From an optimization exercise on the open Yosys and OpenROAD flow, aimed at small area and a short achievable clock period; shortcuts taken in it are not production practice. Function was checked by simulation only, so behaviour that the tests miss may differ from the original. Power figures rest on the tool's default switching activity, not on a simulated workload.

===== design/flow/design.v =====
`default_nettype none
module fetch_predict
(
   input  logic        CLK,
   input  logic        nRST,
   input  logic        ihit,
   input  logic [31:0] imemload,
   input  logic        resolve_valid,
   input  logic        resolve_cond,
   input  logic        resolve_jump,
   input  logic        resolve_taken,
   input  logic        resolve_predicted,
   input  logic [31:0] resolve_pc,
   input  logic [31:0] resolve_target,
   output logic [31:0] imemaddr,
   output logic [31:0] fetch_instr,
   output logic [31:0] fetch_pc_plus_4,
   output logic        fetch_predicted,
   output logic        flush
);
   logic [3:0]  btb_valid;
   logic [27:0] btb_tag    [0:3];
   logic [31:0] btb_target [0:3];
   logic [1:0]  btb_state  [0:3];    
   logic [1:0]  fidx;
   logic        predict;
   logic [3:0]  fhit;         
   assign fidx      = imemaddr[3:2];
   for (genvar g = 0; g < 4; g++)
   begin : g_fhit
      assign fhit[g] = (fidx == g) && btb_valid[g] && !btb_state[g][1] &&
                       (btb_tag[g] == imemaddr[31:4]);
   end
   assign predict   = |fhit;
   logic [31:0] pc_step;
   assign pc_step = imemaddr + {29'd0, ihit, 2'b00};
   logic        redirect;
   logic [31:0] redirect_addr;
   logic        fall_through;
   assign redirect     = resolve_valid && (resolve_jump || (resolve_cond && (resolve_taken != resolve_predicted)));
   assign fall_through = !resolve_jump && resolve_cond && !resolve_taken && resolve_predicted;
   assign redirect_addr = fall_through ? resolve_pc + 32'd4 : resolve_target;
   assign flush = redirect;
   logic [1:0]  ridx;
   logic        btb_write;
   logic        check_hit;
   logic [1:0]  cstate;
   logic [1:0]  step_state;
   assign ridx      = resolve_pc[3:2];
   assign btb_write = resolve_valid && resolve_cond && !resolve_jump && ihit;
   logic [3:0]  chit;
   for (genvar g = 0; g < 4; g++)
   begin : g_chit
      assign chit[g] = btb_valid[g] && (btb_tag[g] == resolve_pc[31:4]);
   end
   assign check_hit = chit[ridx];
   assign cstate    = btb_state[ridx];
   always_comb
   begin
      if (resolve_taken)
         step_state = (cstate == 2'b00) ? 2'b00 : cstate - 2'd1;
      else
         step_state = (cstate == 2'b11) ? 2'b11 : cstate + 2'd1;
   end
   for (genvar g = 0; g < 4; g++)
   begin : g_entry
      logic wr;
      assign wr = btb_write && (ridx == g);
      always_ff @(posedge CLK, negedge nRST)
      begin
         if (!nRST)
            btb_valid[g] <= 1'b0;
         else if (wr)
            btb_valid[g] <= 1'b1;
      end
      always_ff @(posedge CLK)
      begin
         if (wr)
         begin
            btb_tag[g]   <= resolve_pc[31:4];
            btb_state[g] <= chit[g] ? step_state : 2'b00;
            if (!chit[g])
               btb_target[g] <= resolve_target;
         end
      end
   end
   always_ff @(posedge CLK, negedge nRST)
   begin
      if (!nRST)
         imemaddr <= 32'd0;
      else if (redirect)
         imemaddr <= redirect_addr;
      else if (predict && ihit)
         imemaddr <= btb_target[fidx];
      else
         imemaddr <= pc_step;    
   end
   logic        fetch_valid;
   logic [31:0] fetch_instr_q;
   logic [31:0] fetch_pc4_q;
   always_ff @(posedge CLK, negedge nRST)
   begin
      if (!nRST)
      begin
         fetch_valid     <= 1'b0;
         fetch_predicted <= 1'b0;
      end
      else if (redirect)
      begin
         fetch_valid     <= 1'b0;
         fetch_predicted <= 1'b0;
      end
      else if (ihit)
      begin
         fetch_valid     <= 1'b1;
         fetch_predicted <= predict;
      end
   end
   always_ff @(posedge CLK)
   begin
      if (ihit)
      begin
         fetch_instr_q <= imemload;
         fetch_pc4_q   <= pc_step;     
      end
   end
   assign fetch_instr     = fetch_instr_q & {32{fetch_valid}};
   assign fetch_pc_plus_4 = fetch_pc4_q   & {32{fetch_valid}};
endmodule
`default_nettype wire

===== design/flow/flow/run.sh =====
#!/bin/bash
# Standard layout, with two changes to how it is made:
#  - plain buf_2 cells as the port buffers instead of the delay buffers
#    buffer_ports picks by default (every port still gets its own buffer);
#  - the resizer may swap a cell for any other size of the same function,
#    not only ones with the same footprint (placement is legalised after
#    every repair step).
set -euo pipefail
export BUFFER_PORTS_ARGS="-buffer_cell sky130_fd_sc_hd__buf_2"
bash standard.sh MATCH_CELL_FOOTPRINT=0 finish > standard.log 2>&1

===== design/flow/standard.sh =====
#!/bin/bash
# synth_recipe.tcl (not shown) runs the flow's synth.tcl, then flattens the netlist and writes it again
# the make line also repeats each setting of config.mk as NAME=value (left out here)
make -C /OpenROAD-flow-scripts/flow DESIGN_CONFIG=/design/flow/config.mk WORK_HOME=/design/flow/orfs CLKGATE_MAP_FILE= SYNTH_SCRIPT=/design/flow/synth_recipe.tcl "${@:-finish}"

===== design/flow/config.mk =====
export PLATFORM = sky130hd
export DESIGN_NAME = fetch_predict
export DESIGN_NICKNAME = fetch_predict
export VERILOG_FILES = /design/flow/design.v
export SDC_FILE = /design/flow/constraint.sdc
export NUM_CORES = 4
export LEC_CHECK = 0
export CAP_MARGIN = 20
export CORE_MARGIN = 2
export CORE_UTILIZATION = 55
export CTS_CLUSTER_DIAMETER = 80
export CTS_CLUSTER_SIZE = 24
export SETUP_SLACK_MARGIN = 1.9
export SLEW_MARGIN = 20

===== design/flow/constraint.sdc =====
create_clock -name core_clock -period 4.3 [get_ports {CLK}]
set_input_delay 0.8600 -clock core_clock [delete_from_list [all_inputs] [get_ports {CLK}]]
set_output_delay 0.8600 -clock core_clock [all_outputs]
set_load 0.01 [all_outputs]

==> results of run 1 <==
==> per-stage QoR <==
step / utilization (%) / instances / total power [mW]
2_1_floorplan: - / 1194 / 5.05
3_3_place_gp: 59.2 / 1713 / 5.56
3_5_place_dp: 59.2 / 1713 / 5.56
4_1_cts: 63.0 / 1776 / 7.59
5_1_grt: 65.6 / 1803 / 8.03
6_report: 65.6 / 1803 / 7.76
==> routing by layer <==
metal	track usage (%)	up-vias
met3	4.47	64
li1	-	4751
met1	43.8	5511
met2	48.6	517
met5	0	-
met4	8.57	0
==> cell families (layout without fill, tap and decap cells) <==
kind of cell	after synthesis	count (layout)	share of synthesized area (%)
compound gates	71	71	2.68
xor+xnor	278	278	14.6
fa+ha+maj	8	8	0.579
buf+inv	102	308	3.66
flops	350	350	61.2
mux	64	64	6.20
other cells	0	1	0
simple gates	321	327	11.1
==> worst max-delay path by stage <==
stage,start,endpoint,slack [ps]
2_1_floorplan,resolve_cond,btb_target[3][0],1810
3_3_place_gp,imemaddr[14],imemaddr[19],1010
3_5_place_dp,resolve_pc[21],btb_target[3][22],1060
4_1_cts,imemaddr[11],imemaddr[19],1690
5_1_grt,imemaddr[11],imemaddr[31],1630
6_report,imemaddr[2],imemaddr[31],1580
==> power breakdown <==
part | internal [mW] | leakage (nW) | switching (mW)
logic | 0.816 | 3.71 | 0.874
clock network | 0.808 | 0.250 | 1.09
registers | 3.89 | 3.25 | 0.279
==> synthesized netlist by cell type (16+ instances only) <==
library cell / count
sky130_fd_sc_hd__edfxtp_1: 312
sky130_fd_sc_hd__xor2_1: 147
sky130_fd_sc_hd__xnor2_1: 128
sky130_fd_sc_hd__and2_1: 77
sky130_fd_sc_hd__clkbuf_1: 42
sky130_fd_sc_hd__nor2_1: 42
sky130_fd_sc_hd__nand4_1: 41
sky130_fd_sc_hd__nor4_1: 40
sky130_fd_sc_hd__dfrtp_1: 38
sky130_fd_sc_hd__a21oi_1: 35
sky130_fd_sc_hd__mux2i_1: 32
sky130_fd_sc_hd__mux4_2: 31
sky130_fd_sc_hd__nand3_1: 31
sky130_fd_sc_hd__nand2_1: 27
sky130_fd_sc_hd__a211oi_1: 21
sky130_fd_sc_hd__buf_4: 17
sky130_fd_sc_hd__buf_2: 16
sky130_fd_sc_hd__buf_6: 16
==> timing repair <==
item,CTS,global route
pin swaps,15,24
buffers inserted,25,15
cloned,6,11
endpoints found under the setup margin,332,226
gates resized for setup,100,126
==> registers in the layout, summed over array words and instances, names as in the netlist <==
signal / count
btb_tag: 112
fetch_predicted: 1
btb_state: 8
btb_valid: 4
fetch_instr_q: 32
fetch_valid: 1
imemaddr: 32
fetch_pc4_q: 32
btb_target: 128
==> cell type report <==
type / instances / area [µm²]
flip-flops and latches: 350 / 10400
well taps: 396 / 495
diodes: 1 / 2.50
repair buffers: 268 / 2120
fillers: 2296 / 10400
inverters: 8 / 30.0
multi-input cells: 748 / 6380
clock buffers: 29 / 492
clock inverters: 3 / 30.0
==> critical path, delay by kind of cell, from the launching register on <==
| family | cells | cell delay, ps |
|---|---|---|
| AO/OA/AOI/OAI | 2 | 230 |
| buffers and inverters | 2 | 350 |
| flip-flops | 1 | 530 |
| multiplexers | 1 | 190 |
| AND/OR/NAND/NOR | 4 | 1280 |
==> insert_results.sql, run 1 <==
INSERT INTO impl_metrics (metric_group, metric, value, unit) VALUES
('sta', 'final.period_utilization', '63.2', '%'),
('critical_path', 'cp_data_required_time', '4700', 'ps'),
('critical_path', 'cp_max_fo', '8', ''),
('critical_path', 'reg2reg_to', 'imemaddr[31]', ''),
('clock_tree', 'hold_buffers', '0', ''),
('routing', 'detail_route.wirelength', '51600', 'µm'),
('clock_tree', 'clock_sinks', '350', ''),
('clock_tree', 'cts-htree-levels', '1', ''),
('synth', 'synth_seq_area_share', '61.2', '%'),
('pwr', 'ir_worst_vdd', '0.370', 'mV'),
('sta', 'report.final.slew_viol_count', '0', ''),
('job', 'timing.max_cap.violations', '0', ''),
('critical_path', 'max_stage_delay', '530', 'ps'),
('sta', 'setup_ws', '1580', 'ps'),
('global_route', 'first_global_vias', '10200', ''),
('clock_tree', 'cts-root-buf', 'sky130_fd_sc_hd__clkbuf_16', ''),
('placement', 'io_buffers', '201', ''),
('routing', 'detailedRoute.firstIterationViolations', '1177', ''),
('global_route', 'grt_antenna_before_repair', '1', ''),
('sta', 'tightest_slew', '854', 'ps'),
('clock_tree', 'cts_buffer_depth', '3', ''),
('critical_path', 'timing.setup.critical_path_class', 'flop to flop', ''),
('synth', 'ys_async_sr_fraction', '10.9', '%'),
('critical_path', 'cp_cell_sequence', 'nand2_1 > nor4_2 > nand4_1 > nor4_4 > o41ai_4 > buf_6 > clkbuf_16 > mux2i_1 > a21oi_1', ''),
('global_route', 'gr-total-overflow', '0', ''),
('sta', 'worst_hold_slack', '424', 'ps'),
('critical_path', 'worstSetupStartpointType', 'flop', ''),
('clock_tree', 'tritoncts_clock_tree', 'yes', ''),
('synth', 'synth.largest_area_cell', 'sky130_fd_sc_hd__edfxtp_1', ''),
('final_layout', 'share_of_final_layout_standard_cells_stronger_than_drive_strength_1', '33.5', '%'),
('sta', 'fin_worst_skew', '26.4', 'ps'),
('routing', 'route.layer.met1.wl', '21700', 'µm'),
('critical_path', 'crit_slowest_cell', 'sky130_fd_sc_hd__dfrtp_2', ''),
('sta', 'sum_neg_setup_slack', '0', 'ps'),
('placement', 'total_cell_area_at_the_placement_stage', '0.0180', 'mm²'),
('floorplanning', 'num_rows', '64', ''),
('critical_path', 'worst-endpoint-arrival', '3110', 'ps'),
('critical_path', 'crit_reg_reg_startpoint', 'imemaddr[2]', ''),
('routing', 'wl_per_cell', '28.6', 'µm'),
('global_route', 'grtUsageTotal', '30.4', '%'),
('synth', 'synth_fp_nets', '1305', ''),
('routing', 'route.detailed.drc', '0', ''),
('synth', 'postSynthRegisterBits', '350', ''),
('sta', 'fin_crit', '2720', 'ps'),
('synth', 'synth_edf_count', '312', ''),
('floorplanning', 'fp.dieH', '179', 'µm'),
('synth', 'ys_warn_count', '4', ''),
('sta', 'timing.max_slew.rel_slack', '43.1', '%'),
('sta', 'fmax', '368', 'MHz'),
('min_path', 'hp-class', 'primary input to async pin', ''),
('critical_path', 'rr_worst_depth', '9', ''),
('pwr', 'power_per_cell_area', '390', 'mW/mm²'),
('run_status', 'status', 'finished clean', ''),
('sta', 'setup_violations', '0', ''),
('placement', 'dp.final_hpwl', '34000', 'µm'),
('floorplanning', 'starting_density', '55.6', '%'),
('synth', 'synth-main-ff-cell', 'sky130_fd_sc_hd__edfxtp_1', ''),
('routing', 'drt.antenna.violating_nets', '0', ''),
('synth', 'synth_top_area_share', '55.6', '%'),
('routing', 'dr.pass1.iters', '6', ''),
('final_layout', 'synthToLayoutAreaGrowth', '18.1', '%'),
('routing', 'met2_wirelength', '24300', 'µm'),
('final_layout', 'mostFrequentLayoutCell', 'sky130_fd_sc_hd__edfxtp_1', ''),
('synth', 'synthTopCellsByArea', 'sky130_fd_sc_hd__edfxtp_1 (56%), sky130_fd_sc_hd__xor2_1 (7.6%), sky130_fd_sc_hd__xnor2_1 (6.6%), sky130_fd_sc_hd__dfrtp_1 (5.6%), sky130_fd_sc_hd__mux4_2 (4.1%)', ''),
('placement', 'gpl.final_weighted_congestion', '0.966', ''),
('critical_path', 'worst_setup_path_end_kind', 'flop', ''),
('routing', 'highest_layer', 'met4', ''),
('routing', 'dr_total_vias', '10800', ''),
('synth', 'postSynthCellCount', '1194', ''),
('floorplanning', 'pin_count', '202', ''),
('clock_tree', 'cts.reportedPaths.clkPinSlew', '100', 'ps');
==> run 2, diff against run 1 <==
--- a/design/flow/config.mk
+++ b/design/flow/config.mk
@@ -8,7 +8,7 @@
 export CAP_MARGIN = 20
 export CORE_MARGIN = 2
-export CORE_UTILIZATION = 55
+export CORE_UTILIZATION = 58
 export CTS_CLUSTER_DIAMETER = 80
 export CTS_CLUSTER_SIZE = 24
-export SETUP_SLACK_MARGIN = 1.9
+export SETUP_SLACK_MARGIN = 1.8
 export SLEW_MARGIN = 20
==> run 2 against run 1 <==
  * Non-clock buffer count fell by 29
  * Flip-flop and latch count did not move
  * Via count fell by 1.9%
  * Core utilization rose by 0.27 points
  * Die area fell by 5.1%
  * Clock power barely moved
  * Worst setup slack improved by 250 ps
  * Critical endpoint is now btb_target[2][20]
  * Largest power group unchanged
==> insert_results.sql, run 2 <==
INSERT INTO impl_metrics (metric_group, metric, value, unit) VALUES
('critical_path', 'crit_path_start', 'resolve_pc[18]', ''),
('routing', 'detail_route.wirelength', '48300', 'µm'),
('final_layout', 'mostFrequentLayoutCell', 'sky130_fd_sc_hd__edfxtp_1', ''),
('sta', 'timing.max_slew.rel_slack', '41.1', '%'),
('final_layout', 'largest-register', 'btb_target', ''),
('synth', 'synth_edf_count', '312', ''),
('synth', 'postSynthRegisterBits', '350', ''),
('critical_path', 'worst_setup_path_end_kind', 'flop', ''),
('sta', 'final.period_utilization', '57.4', '%'),
('final_layout', 'mostFrequentLayoutCells', 'sky130_fd_sc_hd__edfxtp_1 (312), sky130_fd_sc_hd__buf_2 (192), sky130_fd_sc_hd__xor2_1 (147)', ''),
('synth', 'synthTopCellsByArea', 'sky130_fd_sc_hd__edfxtp_1 (56%), sky130_fd_sc_hd__xor2_1 (7.6%), sky130_fd_sc_hd__xnor2_1 (6.6%), sky130_fd_sc_hd__dfrtp_1 (5.6%), sky130_fd_sc_hd__mux4_2 (4.1%)', ''),
('synth', 'ys_warn_count', '4', ''),
('floorplanning', 'pin_count', '202', ''),
('final_layout', 'synthToLayoutAreaGrowth', '12.2', '%'),
('pwr', 'cell_internal_pwr', '5.36', 'mW'),
('sta', 'sum_neg_setup_slack', '0', 'ps'),
('floorplanning', 'num_rows', '62', ''),
('critical_path', 'worst-endpoint-arrival', '2720', 'ps'),
('critical_path', 'cp_data_required_time', '4550', 'ps'),
('pwr', 'power.share.sequential', '55.9', '%'),
('synth', 'ys_top_cells_by_count', 'sky130_fd_sc_hd__edfxtp_1 (312), sky130_fd_sc_hd__xor2_1 (147), sky130_fd_sc_hd__xnor2_1 (128), sky130_fd_sc_hd__and2_1 (77)', ''),
('final_layout', 'layoutNonFillerInstCount', '1760', ''),
('synth', 'synth_area', '0.0169', 'mm²'),
('placement', 'io_buffers', '201', ''),
('floorplanning', 'starting_density', '58.7', '%'),
('synth', 'post-synth-top-count-cell', 'sky130_fd_sc_hd__edfxtp_1', ''),
('placement', 'gpl.final_weighted_congestion', '0.998', ''),
('clock_tree', 'hold_buffers', '0', ''),
('routing', 'avgViaCountPerCell', '6.04', ''),
('job', 'timing.max_cap.violations', '0', ''),
('floorplanning', 'die_w', '175', 'µm'),
('final_layout', 'reg_top3', 'btb_target: 128 flops, btb_tag: 112 flops', ''),
('critical_path', 'cp_cell_sequence', 'buf_2 > xor2_1 > nor4_1 > nand3_1 > nor3_1 > nand4_1 > and2_4', ''),
('floorplanning', 'floorplan.die_area', '0.0305', 'mm²'),
('global_route', 'grtUsageTotal', '31.5', '%'),
('pwr', 'ir_worst_vdd', '0.450', 'mV'),
('pwr', 'power_per_cell_area', '395', 'mW/mm²'),
('critical_path', 'worstSetupStartpointType', 'primary input', ''),
('sta', 'report.final.slew_viol_count', '0', ''),
('pwr', 'netSwitchingFraction', '28.2', '%'),
('routing', 'detailedRoute.firstIterationViolations', '1128', ''),
('sta', 'fin_worst_skew', '30.6', 'ps'),
('routing', 'dr_total_vias', '10600', ''),
('clock_tree', 'worst_skew_pair.late_latency', '540', 'ps'),
('critical_path', 'cp_max_fo', '16', ''),
('critical_path', 'timing.setup.critical_path_class', 'primary input to flop', ''),
('placement', 'dp.final_hpwl', '33300', 'µm'),
('clock_tree', 'cts.reportedPaths.clkPinSlew', '90', 'ps'),
('min_path', 'hp-class', 'primary input to async pin', ''),
('synth', 'synth_seq_area_share', '61.2', '%'),
('routing', 'wl_per_cell', '27.4', 'µm'),
('floorplanning', 'fp.dieH', '175', 'µm'),
('run_status', 'status', 'finished clean', ''),
('pwr', 'part_of_the_power_in_combinational_logic', '18.7', '%'),
('synth', 'synth-main-ff-cell', 'sky130_fd_sc_hd__edfxtp_1', ''),
('critical_path', 'timing.reg2reg.setup_slack', '1840', 'ps'),
('critical_path', 'critical_path.endpoint', 'btb_target[2][20]', ''),
('clock_tree', 'cts-htree-levels', '1', ''),
('sta', 'fmax', '405', 'MHz'),
('sta', 'hold_viol_final', '0', ''),
('synth', 'post_synth.cell_area_avg', '14.1', 'µm²'),
('critical_path', 'path_depth', '7', ''),
('final_layout', 'largest_reg_flops', '128', ''),
('clock_tree', 'cts-root-buf', 'sky130_fd_sc_hd__clkbuf_16', ''),
('clock_tree', 'cts_buffer_depth', '3', ''),
('clock_tree', 'clock_sinks', '350', ''),
('routing', 'dr.pass1.iters', '7', ''),
('pwr', 'total_leakage_power', '6.84', 'nW'),
('sta', 'setup_violations', '0', ''),
('sta', 'tightest_slew', '883', 'ps'),
('critical_path', 'rr_worst_depth', '7', ''),
('final_layout', 'share_of_final_layout_standard_cells_stronger_than_drive_strength_1', '27.0', '%'),
('global_route', 'gr-total-overflow', '0', ''),
('synth', 'synth.largest_area_cell', 'sky130_fd_sc_hd__edfxtp_1', ''),
('clock_tree', 'tritoncts_clock_tree', 'yes', ''),
('pwr', 'share_clk_of_total_power', '25.4', '%'),
('sta', 'fin_crit', '2470', 'ps'),
('global_route', 'maximum_number_of_pins_on_one_net_before_global_route_repair', '67', ''),
('routing', 'drt.antenna.violating_nets', '0', ''),
('synth', 'synth_fp_nets', '1305', ''),
('critical_path', 'critPathBufInv', '1', ''),
('synth', 'synth_cell_type_count', '48', ''),
('synth', 'ys_async_sr_fraction', '10.9', '%'),
('global_route', 'first_global_vias', '10300', ''),
('sta', 'rsz_0062_raised_after_global_routing', 'no', ''),
('final_layout', 'final_nets', '1473', ''),
('clock_tree', 'cts-buffers-inserted', '18', ''),
('critical_path', 'max_stage_delay', '380', 'ps'),
('synth', 'postSynthCellCount', '1194', ''),
('routing', 'route.detailed.drc', '0', ''),
('critical_path', 'crit_reg_reg_startpoint', 'imemaddr[7]', ''),
('critical_path', 'reg2reg_to', 'imemaddr[31]', ''),
('floorplanning', 'area_of_the_placeable_core', '0.0287', 'mm²'),
('critical_path', 'crit_slowest_cell', 'sky130_fd_sc_hd__and2_4', ''),
('placement', 'dpl.cell_count', '1704', ''),
('global_route', 'wire_length_of_the_first_global_routing_pass', '69500', 'µm'),
('pwr', 'switching_power', '2.11', 'mW'),
('final_layout', 'finalCoreUtilization', '65.9', '%'),
('global_route', 'grt_antenna_before_repair', '2', ''),
('critical_path', 'critPathTopFamily', 'simple AND/OR/NAND/NOR gates', ''),
('synth', 'synth_top_area_share', '55.6', '%');
## run 2: how the worst min path moves through the flow
| stage | cells after the start | startpoint | to |
|---|---|---|---|
| after floorplan | 0 | imemaddr[0] | fetch_pc4_q[0] |
| after global placement | 0 | imemaddr[1] | fetch_pc4_q[1] |
| after detailed placement | 0 | imemaddr[1] | fetch_pc4_q[1] |
| after CTS | 1 | nRST | btb_valid[1] |
| after global routing | 1 | nRST | btb_valid[1] |
| final | 1 | nRST | btb_valid[1] |
## run 2: per-layer routing
metal	routed length [µm]	share of wire (%)	track usage, %	vias to the layer above
met5	0	0	0	-
met4	1410	2.9	8.16	0
met3	4220	8.7	5.75	82
met2	22500	47	49.4	536
met1	20200	42	46.0	5340
li1	-	-	-	4681
## run 2: timing repair
| item | in CTS | in global routing |
|---|---|---|
| setup buffers | 12 | 7 |
| pin swaps | 5 | 6 |
| cloned | 0 | 3 |
| endpoints found under the setup margin | 119 | 139 |
| resized for setup | 40 | 43 |
## run 2: logic make-up after synthesis
family | after synthesis | synth area share, %
AOI/OAI and AO/OA | 71 | 2.68
xor gates and xnor gates | 278 | 14.6
adders and majority gates | 8 | 0.579
buffers and inverters | 102 | 3.66
DFF | 350 | 61.2
muxes | 64 | 6.20
and+or+nand+nor | 321 | 11.1
## run 2: final cells by class
type | instances | area [µm²]
sequential | 350 | 10400
fill | 2180 | 9790
multi-input combinational | 745 | 6140
timing repair buffer | 239 | 1360
clock buffer | 31 | 520
tap | 384 | 480
inverter | 8 | 32.5
clock inverter | 1 | 8.76
antenna | 2 | 5.00
## run 2: through the flow
step,total power [mW],setup WS (ps),hold slack [ps],cell area (µm²)
2_1_floorplan,5.05,1810,448,16900
3_3_place_gp,5.53,1050,469,17900
3_5_place_dp,5.54,1020,483,17900
4_1_cts,7.45,1800,411,18700
5_1_grt,7.72,1810,450,18900
6_report,7.47,1830,403,18900
## run 2: power groups by stage
stage	sequential, mW	combinational, mW	clock [mW]
2_1_floorplan	4.04	1.00	0
3_3_place_gp	4.26	1.27	0
3_5_place_dp	4.27	1.27	0
4_1_cts	4.17	1.36	1.92
5_1_grt	4.19	1.50	2.03
6_report	4.18	1.40	1.89
==> run 3, diff against run 2 <==
--- a/design/flow/config.mk
+++ b/design/flow/config.mk
@@ -8,7 +8,8 @@
 export CAP_MARGIN = 20
 export CORE_MARGIN = 2
-export CORE_UTILIZATION = 58
+export CORE_UTILIZATION = 55
 export CTS_CLUSTER_DIAMETER = 80
 export CTS_CLUSTER_SIZE = 24
 export SETUP_SLACK_MARGIN = 1.8
 export SLEW_MARGIN = 20
+export TNS_END_PERCENT = 50
==> run 3 against run 2 <==
  * Still clean
  * Clock power rose by 5%
  * Core utilization shrank 3.5 points
  * Global-route usage fell by 2.9 points
  * Fmax shrank 1.2%
  * Synthesized area unchanged
  * Critical path depth up 1
  * Non-clock buffer count grew 7
  * First-iteration DRC count down 3.9%
  * Combinational power barely moved
  * Cell count up 0.80%
  * Critical path type is now flop to flop
  * Critical endpoint is now imemaddr[20]
  * Largest power group unchanged
==> insert_results.sql, run 3 <==
INSERT INTO impl_metrics (metric_group, metric, value, unit) VALUES
('final_layout', 'layout_fillers', '2382', ''),
('synth', 'synth-main-ff-cell', 'sky130_fd_sc_hd__edfxtp_1', ''),
('floorplanning', 'starting_density', '55.6', '%'),
('pwr', 'power', '7.59', 'mW'),
('synth', 'synth.largest_area_cell', 'sky130_fd_sc_hd__edfxtp_1', ''),
('pwr', 'power_per_cell_area', '401', 'mW/mm²'),
('final_layout', 'layoutNonFillerInstCount', '1774', ''),
('floorplanning', 'num_rows', '64', ''),
('sta', 'final.period_utilization', '58.1', '%'),
('final_layout', 'finalCoreUtilization', '62.4', '%'),
('pwr', 'ir_worst_vdd', '0.371', 'mV'),
('synth', 'ys_warn_count', '4', ''),
('synth', 'synthTopCellsByArea', 'sky130_fd_sc_hd__edfxtp_1 (56%), sky130_fd_sc_hd__xor2_1 (7.6%), sky130_fd_sc_hd__xnor2_1 (6.6%), sky130_fd_sc_hd__dfrtp_1 (5.6%), sky130_fd_sc_hd__mux4_2 (4.1%)', ''),
('routing', 'avgViaCountPerCell', '5.88', ''),
('final_layout', 'synthToLayoutAreaGrowth', '12.4', '%'),
('clock_tree', 'cts-buffers-inserted', '18', ''),
('clock_tree', 'cts.reportedPaths.clkPinSlew', '100', 'ps'),
('floorplanning', 'pin_count', '202', ''),
('placement', 'dpl.cell_count', '1718', ''),
('routing', 'detail_route.wirelength', '46000', 'µm'),
('clock_tree', 'clock_sinks', '350', ''),
('floorplanning', 'die_w', '179', 'µm'),
('sta', 'setup_ws', '1800', 'ps'),
('synth', 'synth_fp_nets', '1305', ''),
('routing', 'route.detailed.drc', '0', ''),
('routing', 'dr_total_vias', '10400', ''),
('global_route', 'wire_length_of_the_first_global_routing_pass', '65800', 'µm'),
('critical_path', 'worst-endpoint-arrival', '2870', 'ps'),
('synth', 'ys_top_cells_by_count', 'sky130_fd_sc_hd__edfxtp_1 (312), sky130_fd_sc_hd__xor2_1 (147), sky130_fd_sc_hd__xnor2_1 (128), sky130_fd_sc_hd__and2_1 (77)', ''),
('synth', 'synth.area.mux_share', '6.20', '%'),
('synth', 'synth_cell_type_count', '48', ''),
('placement', 'total_cell_area_at_the_placement_stage', '0.0180', 'mm²'),
('clock_tree', 'cts-htree-levels', '1', ''),
('global_route', 'grt_antenna_before_repair', '0', ''),
('final_layout', 'post-route-cell-area', '0.0189', 'mm²'),
('synth', 'synth_area', '0.0169', 'mm²'),
('floorplanning', 'area_of_the_placeable_core', '0.0303', 'mm²'),
('critical_path', 'critical_path.endpoint', 'imemaddr[20]', ''),
('sta', 'fmax', '400', 'MHz'),
('synth', 'synth_edf_count', '312', ''),
('floorplanning', 'floorplan.die_area', '0.0321', 'mm²'),
('synth', 'synth_top_area_share', '55.6', '%'),
('critical_path', 'worstSetupStartpointType', 'flop', ''),
('job', 'timing.max_cap.violations', '0', ''),
('pwr', 'total_leakage_power', '6.87', 'nW'),
('final_layout', 'mostFrequentLayoutCell', 'sky130_fd_sc_hd__edfxtp_1', ''),
('global_route', 'gr-total-overflow', '0', ''),
('clock_tree', 'worst_skew_pair.late_latency', '530', 'ps'),
('clock_tree', 'cts_buffer_depth', '3', ''),
('critical_path', 'cp_max_fo', '33', ''),
('global_route', 'first_global_vias', '10000', ''),
('sta', 'tightest_slew', '935', 'ps'),
('sta', 'hold_viol_final', '0', ''),
('placement', 'dp.final_hpwl', '32200', 'µm'),
('critical_path', 'worst_setup_path_end_kind', 'flop', ''),
('critical_path', 'timing.reg2reg.setup_slack', '1800', 'ps'),
('synth', 'postSynthRegisterBits', '350', ''),
('clock_tree', 'cts-root-buf', 'sky130_fd_sc_hd__clkbuf_16', ''),
('critical_path', 'timing.setup.critical_path_class', 'flop to flop', ''),
('critical_path', 'rr_worst_depth', '8', ''),
('final_layout', 'largest-register', 'btb_target', ''),
('global_route', 'grtUsageTotal', '28.6', '%'),
('min_path', 'hp-class', 'primary input to async pin', ''),
('sta', 'setup_violations', '0', ''),
('critical_path', 'reg2reg_to', 'imemaddr[20]', ''),
('global_route', 'maximum_number_of_pins_on_one_net_before_global_route_repair', '62', ''),
('sta', 'worst_hold_slack', '462', 'ps'),
('routing', 'dr.pass1.iters', '5', ''),
('sta', 'timing.max_slew.rel_slack', '37.6', '%'),
('final_layout', 'reg_top3', 'btb_target: 128 flops, btb_tag: 112 flops', ''),
('synth', 'postSynthCellCount', '1194', ''),
('floorplanning', 'fp.dieH', '179', 'µm'),
('placement', 'io_buffers', '201', ''),
('routing', 'wl_per_cell', '25.9', 'µm'),
('synth', 'post-synth-top-count-cell', 'sky130_fd_sc_hd__edfxtp_1', ''),
('critical_path', 'crit_path_start', 'imemaddr[19]', ''),
('sta', 'sum_neg_setup_slack', '0', 'ps'),
('synth', 'ys_async_sr_fraction', '10.9', '%'),
('sta', 'report.final.slew_viol_count', '0', ''),
('synth', 'synth_top_family_by_area', 'XOR/XNOR gates', ''),
('final_layout', 'final_nets', '1477', ''),
('sta', 'fin_worst_skew', '19.8', 'ps'),
('sta', 'rsz_0062_raised_after_global_routing', 'yes', ''),
('synth', 'synthAdderAreaFrac', '0.579', '%'),
('final_layout', 'share_of_final_layout_standard_cells_stronger_than_drive_strength_1', '26.9', '%'),
('critical_path', 'crit_reg_reg_startpoint', 'imemaddr[19]', ''),
('placement', 'place_worst_setup_slack', '1140', 'ps'),
('synth', 'post_synth.cell_area_avg', '14.1', 'µm²'),
('clock_tree', 'tritoncts_clock_tree', 'yes', ''),
('synth', 'yosys.area_share.xor_xnor', '14.6', '%'),
('final_layout', 'antenna_cells', '0', ''),
('routing', 'detailedRoute.firstIterationViolations', '1084', ''),
('synth', 'synth_seq_area_share', '61.2', '%'),
('critical_path', 'cp_data_required_time', '4670', 'ps'),
('final_layout', 'largest_reg_flops', '128', ''),
('synth', 'yosys.area_share.simple', '11.1', '%'),
('synth', 'synthesized_area_fraction_occupied_by_ao_oa_aoi_and_oai_cells', '2.68', '%'),
('run_status', 'status', 'finished clean', ''),
('sta', 'fin_crit', '2500', 'ps'),
('final_layout', 'mostFrequentLayoutCells', 'sky130_fd_sc_hd__edfxtp_1 (312), sky130_fd_sc_hd__buf_2 (199), sky130_fd_sc_hd__xor2_1 (147)', ''),
('placement', 'gpl.final_weighted_congestion', '0.978', ''),
('routing', 'drt.antenna.violating_nets', '0', '');
run 3: cell counts after synthesis:
No cell type changed its count.
run 3: kinds of logic after synthesis:
logic type / after synthesis
DFF: 350
and+or+nand+nor: 321
xor gates and xnor gates: 278
buffers and inverters: 102
AOI/OAI and AO/OA: 71
muxes: 64
adders and majority gates: 8
run 3: worst min-delay path by stage:
stage / to / depth (start not counted) / slack (ps) / startpoint
6_report: imemaddr[22] / 1 / 460 / nRST
5_1_grt: fetch_instr_q[25] / 1 / 490 / imemload[25]
4_1_cts: btb_valid[2] / 1 / 490 / nRST
3_5_place_dp: fetch_pc4_q[1] / 0 / 470 / imemaddr[1]
3_3_place_gp: fetch_pc4_q[1] / 0 / 470 / imemaddr[1]
2_1_floorplan: fetch_pc4_q[0] / 0 / 450 / imemaddr[0]
run 3: layout make-up:
class	instances	area (µm²)	share of cell area, %
clock inverters	2	35.0	0.185
inverters	8	30.0	0.158
repair buffers	246	1420	7.48
flip-flops and latches	350	10400	54.7
clock buffers	30	527	2.78
multi-input cells	742	6070	32.1
well taps	396	495	2.62
run 3: worst max-delay path: stages (launching register included):
cell and delay (ps):
sky130_fd_sc_hd__dfrtp_2 530, sky130_fd_sc_hd__xor2_1 240, sky130_fd_sc_hd__nor4_1 350, sky130_fd_sc_hd__nand4_1 220, sky130_fd_sc_hd__nor4_4 330, sky130_fd_sc_hd__o41ai_4 130, sky130_fd_sc_hd__buf_12 230, sky130_fd_sc_hd__mux2i_1 210
sky130_fd_sc_hd__a21oi_1 90
run 3: what timing repair did:
item / in CTS / in global routing
pin swaps: 3 / 5
hold buffers: 0 / 0
resized for setup: 44 / 22
endpoints found under the setup margin: 132 / 146
buffers inserted: 16 / 8
run 3: power breakdown:
group	internal (mW)	total (mW)	switching [mW]
registers	3.90	4.18	0.287
clock network	0.910	1.98	1.07
logic	0.651	1.43	0.784
total	5.46	7.59	2.14
run 3: per-layer routing:
layer | part of all wire, % | GRT usage, % | vias to the layer above
met4 | 3.2 | 9.21 | 0
met2 | 47 | 46.7 | 462
met3 | 7.4 | 3.24 | 75
li1 | - | - | 4686
met5 | 0 | 0 | -
met1 | 42 | 40.4 | 5211
==> run 4, diff against run 3 <==
--- a/design/flow/config.mk
+++ b/design/flow/config.mk
@@ -11,5 +11,5 @@
 export CTS_CLUSTER_DIAMETER = 80
 export CTS_CLUSTER_SIZE = 24
+export GPL_TIMING_DRIVEN = 0
 export SETUP_SLACK_MARGIN = 1.8
 export SLEW_MARGIN = 20
-export TNS_END_PERCENT = 50
==> run 4 against run 3 <==
  * Global-route usage up 2.4 points
  * Flip-flop and latch count unchanged
  * Synthesized cell count unchanged
  * Largest cell class unchanged
  * Combinational power up 22%
  * Critical endpoint is now flush
  * Still clean
==> insert_results.sql, run 4 <==
INSERT INTO impl_metrics (metric_group, metric, value, unit) VALUES
('critical_path', 'cp_cell_sequence', 'buf_8 > xor2_1 > a21oi_1 > nand2b_4 > inv_4 > buf_8 > buf_6', ''),
('synth', 'synth_cell_type_count', '48', ''),
('final_layout', 'multi_input_comb_area', '0.00628', 'mm²'),
('run_status', 'status', 'finished clean', ''),
('sta', 'fmax', '391', 'MHz'),
('floorplanning', 'pin_count', '202', ''),
('final_layout', 'largest-register', 'btb_target', ''),
('job', 'timing.max_cap.violations', '0', ''),
('synth', 'postSynthRegisterBits', '350', ''),
('routing', 'detail_route.wirelength', '50000', 'µm'),
('routing', 'avgViaCountPerCell', '5.94', ''),
('synth', 'ys_top_cells_by_count', 'sky130_fd_sc_hd__edfxtp_1 (312), sky130_fd_sc_hd__xor2_1 (147), sky130_fd_sc_hd__xnor2_1 (128), sky130_fd_sc_hd__and2_1 (77)', ''),
('global_route', 'grt_antenna_before_repair', '2', ''),
('placement', 'io_buffers', '201', ''),
('pwr', 'ir_worst_vdd', '0.491', 'mV'),
('synth', 'synth.largest_area_cell', 'sky130_fd_sc_hd__edfxtp_1', ''),
('synth', 'synthTopCellsByArea', 'sky130_fd_sc_hd__edfxtp_1 (56%), sky130_fd_sc_hd__xor2_1 (7.6%), sky130_fd_sc_hd__xnor2_1 (6.6%), sky130_fd_sc_hd__dfrtp_1 (5.6%), sky130_fd_sc_hd__mux4_2 (4.1%)', ''),
('sta', 'final.period_utilization', '59.5', '%'),
('final_layout', 'mostFrequentLayoutCell', 'sky130_fd_sc_hd__edfxtp_1', ''),
('floorplanning', 'num_rows', '64', ''),
('global_route', 'maximum_number_of_pins_on_one_net_before_global_route_repair', '57', ''),
('final_layout', 'largest_reg_flops', '128', ''),
('placement', 'dpl.cell_count', '1792', ''),
('min_path', 'hp-class', 'primary input to async pin', ''),
('sta', 'fin_crit', '2560', 'ps'),
('clock_tree', 'tritoncts_clock_tree', 'yes', ''),
('clock_tree', 'cts_buffer_depth', '3', ''),
('critical_path', 'worst_setup_path_end_kind', 'primary output', ''),
('synth', 'synth_seq_area_share', '61.2', '%'),
('placement', 'place_worst_setup_slack', '786', 'ps'),
('sta', 'report.final.slew_viol_count', '0', ''),
('final_layout', 'reg_top3', 'btb_target: 128 flops, btb_tag: 112 flops', ''),
('critical_path', 'worst-endpoint-arrival', '1700', 'ps'),
('sta', 'timing.max_slew.rel_slack', '50.3', '%'),
('sta', 'fin_worst_skew', '31.0', 'ps'),
('critical_path', 'critical_path.most_common_cell', 'sky130_fd_sc_hd__buf_8', ''),
('synth', 'synth_fp_nets', '1305', ''),
('floorplanning', 'starting_density', '55.6', '%'),
('final_layout', 'mostFrequentLayoutCells', 'sky130_fd_sc_hd__edfxtp_1 (312), sky130_fd_sc_hd__buf_2 (210), sky130_fd_sc_hd__xor2_1 (144)', ''),
('clock_tree', 'clock_sinks', '350', ''),
('clock_tree', 'worst_skew_pair.late_latency', '550', 'ps'),
('routing', 'wl_per_cell', '26.8', 'µm'),
('synth', 'synth_top_area_share', '55.6', '%'),
('critical_path', 'max_stage_delay', '160', 'ps'),
('synth', 'post_synth.cell_area_avg', '14.1', 'µm²'),
('global_route', 'wire_length_of_the_first_global_routing_pass', '70900', 'µm'),
('routing', 'route.detailed.drc', '0', ''),
('floorplanning', 'area_of_the_placeable_core', '0.0303', 'mm²'),
('clock_tree', 'cts-root-buf', 'sky130_fd_sc_hd__clkbuf_16', ''),
('final_layout', 'layout_fillers', '2371', ''),
('critical_path', 'timing.setup.critical_path_class', 'primary input to primary output', ''),
('global_route', 'first_global_vias', '10600', ''),
('sta', 'hold_viol_final', '0', ''),
('clock_tree', 'cts.reportedPaths.clkPinSlew', '100', 'ps'),
('synth', 'post-synth-top-count-cell', 'sky130_fd_sc_hd__edfxtp_1', ''),
('final_layout', 'ff_latch_area', '0.0103', 'mm²'),
('critical_path', 'worstSetupStartpointType', 'primary input', ''),
('synth', 'ys_async_sr_fraction', '10.9', '%'),
('critical_path', 'cp_data_required_time', '3440', 'ps'),
('pwr', 'power_per_cell_area', '394', 'mW/mm²'),
('synth', 'synth_edf_count', '312', ''),
('sta', 'setup_ws', '1740', 'ps'),
('final_layout', 'share_of_final_layout_standard_cells_stronger_than_drive_strength_1', '29.3', '%'),
('pwr', 'total_leakage_power', '7.28', 'nW'),
('final_layout', 'layoutNonFillerInstCount', '1862', ''),
('routing', 'dr_total_vias', '11100', ''),
('synth', 'ys_warn_count', '4', ''),
('synth', 'synth-main-ff-cell', 'sky130_fd_sc_hd__edfxtp_1', ''),
('floorplanning', 'fp.dieH', '179', 'µm'),
('floorplanning', 'floorplan.die_area', '0.0321', 'mm²'),
('sta', 'rsz_0062_raised_after_global_routing', 'yes', ''),
('clock_tree', 'cts-buffers-inserted', '19', ''),
('placement', 'gpl.final_weighted_congestion', '0.997', ''),
('final_layout', 'final_nets', '1561', ''),
('sta', 'setup_violations', '0', ''),
('routing', 'dr.pass1.iters', '6', ''),
('critical_path', 'crit_slowest_cell', 'sky130_fd_sc_hd__nand2b_4', ''),
('clock_tree', 'cts-htree-levels', '1', ''),
('sta', 'sum_neg_setup_slack', '0', 'ps'),
('routing', 'detailedRoute.firstIterationViolations', '1191', ''),
('critical_path', 'cp_max_fo', '3', ''),
('synth', 'postSynthCellCount', '1194', ''),
('final_layout', 'synthToLayoutAreaGrowth', '17.2', '%'),
('global_route', 'gr-total-overflow', '0', ''),
('routing', 'drt.antenna.violating_nets', '0', ''),
('synth', 'synth_area', '0.0169', 'mm²'),
('global_route', 'grtUsageTotal', '31.1', '%'),
('placement', 'dp.final_hpwl', '35500', 'µm'),
('floorplanning', 'die_w', '179', 'µm'),
('sta', 'tightest_slew', '746', 'ps');
[run 4: cell types whose count changed in the layout (fill, tap and decap cells not counted), sizes merged]
| cell | before | now |
|---|---|---|
| and2 | 78 | 84 |
| buf | 246 | 278 |
| clkbuf | 30 | 74 |
| clkinv | 1 | 0 |
| diode | 0 | 3 |
| inv | 8 | 12 |
[run 4: worst paths after layout]
path	from	end	slack, ps	cells past startpoint
setup / recovery	resolve_predicted	flush	1740	7
hold / removal	nRST	imemaddr[22]	320	1
setup reg to reg	imemaddr[6]	imemaddr[11]	1750	10
hold reg to reg	imemaddr[1]	fetch_pc4_q[1]	500	0
max in group asynchronous	nRST	imemaddr[6]	3490	1
min in group core_clock	imemload[24]	fetch_instr_q[24]	490	1
[run 4: kinds of logic (layout without fill, tap and decap cells)]
| group | count (synthesis) | after routing | synth area share, % |
|---|---|---|---|
| xor gates and xnor gates | 278 | 278 | 14.6 |
| DFF | 350 | 350 | 61.2 |
| and+or+nand+nor | 321 | 327 | 11.1 |
| other | 0 | 3 | 0 |
| buffers and inverters | 102 | 365 | 3.66 |
| AOI/OAI and AO/OA | 71 | 71 | 2.68 |
| adders and majority gates | 8 | 8 | 0.579 |
| muxes | 64 | 64 | 6.20 |
[run 4: report_power, final]
| part | switching [mW] | internal [mW] |
|---|---|---|
| Sequential | 0.0866 | 3.88 |
| Combinational | 1.02 | 0.735 |
| Clock | 1.14 | 0.930 |
| Total | 2.24 | 5.55 |
[run 4: metrics by stage]
stage | hold WS [ps] | power [mW] | utilization (%) | cell area [µm²]
after floorplan | 448 | 5.05 | - | 16900
after global placement | 463 | 5.66 | 60.6 | 18400
after detailed placement | 483 | 5.68 | 60.7 | 18400
after CTS | 469 | 7.76 | 64.4 | 19500
after global routing | 352 | 8.03 | 65.1 | 19800
final | 319 | 7.79 | 65.1 | 19800
[run 4: what timing repair did]
item                                    4_1_cts  5_1_grt
hold buffers                                  0        0
hold endpoints to repair                      0        0
pin swaps                                    41       19
resized for setup                            97       49
gates cloned                                  8        1
buffers inserted                             19        5
endpoints found under the setup margin      224      184
[run 4: worst max-delay path, delay by kind of cell]
kind | cells | cell delay (ps)
xor gates and xnor gates | 1 | 150
and+or+nand+nor | 1 | 160
buffers and inverters | 4 | 380
AOI/OAI and AO/OA | 1 | 140
[run 4: final cells by class]
type | count | share of cell area (%)
Sequential cell | 350 | 52.2
Multi-Input combinational cell | 748 | 31.8
Timing Repair Buffer | 229 | 6.78
Buffer | 94 | 3.51
Clock buffer | 29 | 2.65
Tap cell | 396 | 2.51
Clock inverter | 5 | 0.355
Inverter | 8 | 0.165
Antenna cell | 3 | 0.0380
[run 4: layer usage]
layer / GRT usage, % / wire length (µm) / up-vias
met4: 7.06 / 1080 / 0
met2: 50.6 / 23600 / 562
met1: 44.7 / 21000 / 5567
met5: 0 / 0 / -
li1: - / - / 4874
met3: 4.41 / 4310 / 59

re-timing with driven ports:
No port has a modelled driver above. Below, the same layouts with a new extraction and two added sets of constraints.
Step 1 sets driving cells, clkbuf_16 on the clock port and buf_2 on the other inputs (assumed; they add their load-dependent delay and slew).
Step 2 times the ports against the registers' clock, not the clock port: input delays grow and output delays shrink by t, the midpoint of the rising clock arrivals with the driver on.
a / b / c = ideal ports / drivers / drivers and shift; a / b = the first two.
| run | t, ns | setup slack, ns | worst setup path after step 2 |
|---|---|---|---|
| run 1 | 0.581 | 1.583 / 1.583 / 1.207 | input to register |
| run 2 | 0.577 | 1.833 / 1.809 / 1.276 | input to register |
| run 3 | 0.575 | 1.802 / 1.786 / 1.291 | input to register |
| run 4 | 0.587 | 1.743 / 1.701 / 1.265 | input to register |
After both steps every run listed still meets setup and hold. The setup slack of run 2, which loses most, moves by -0.024 ns with the drivers and by -0.557 ns with both steps.
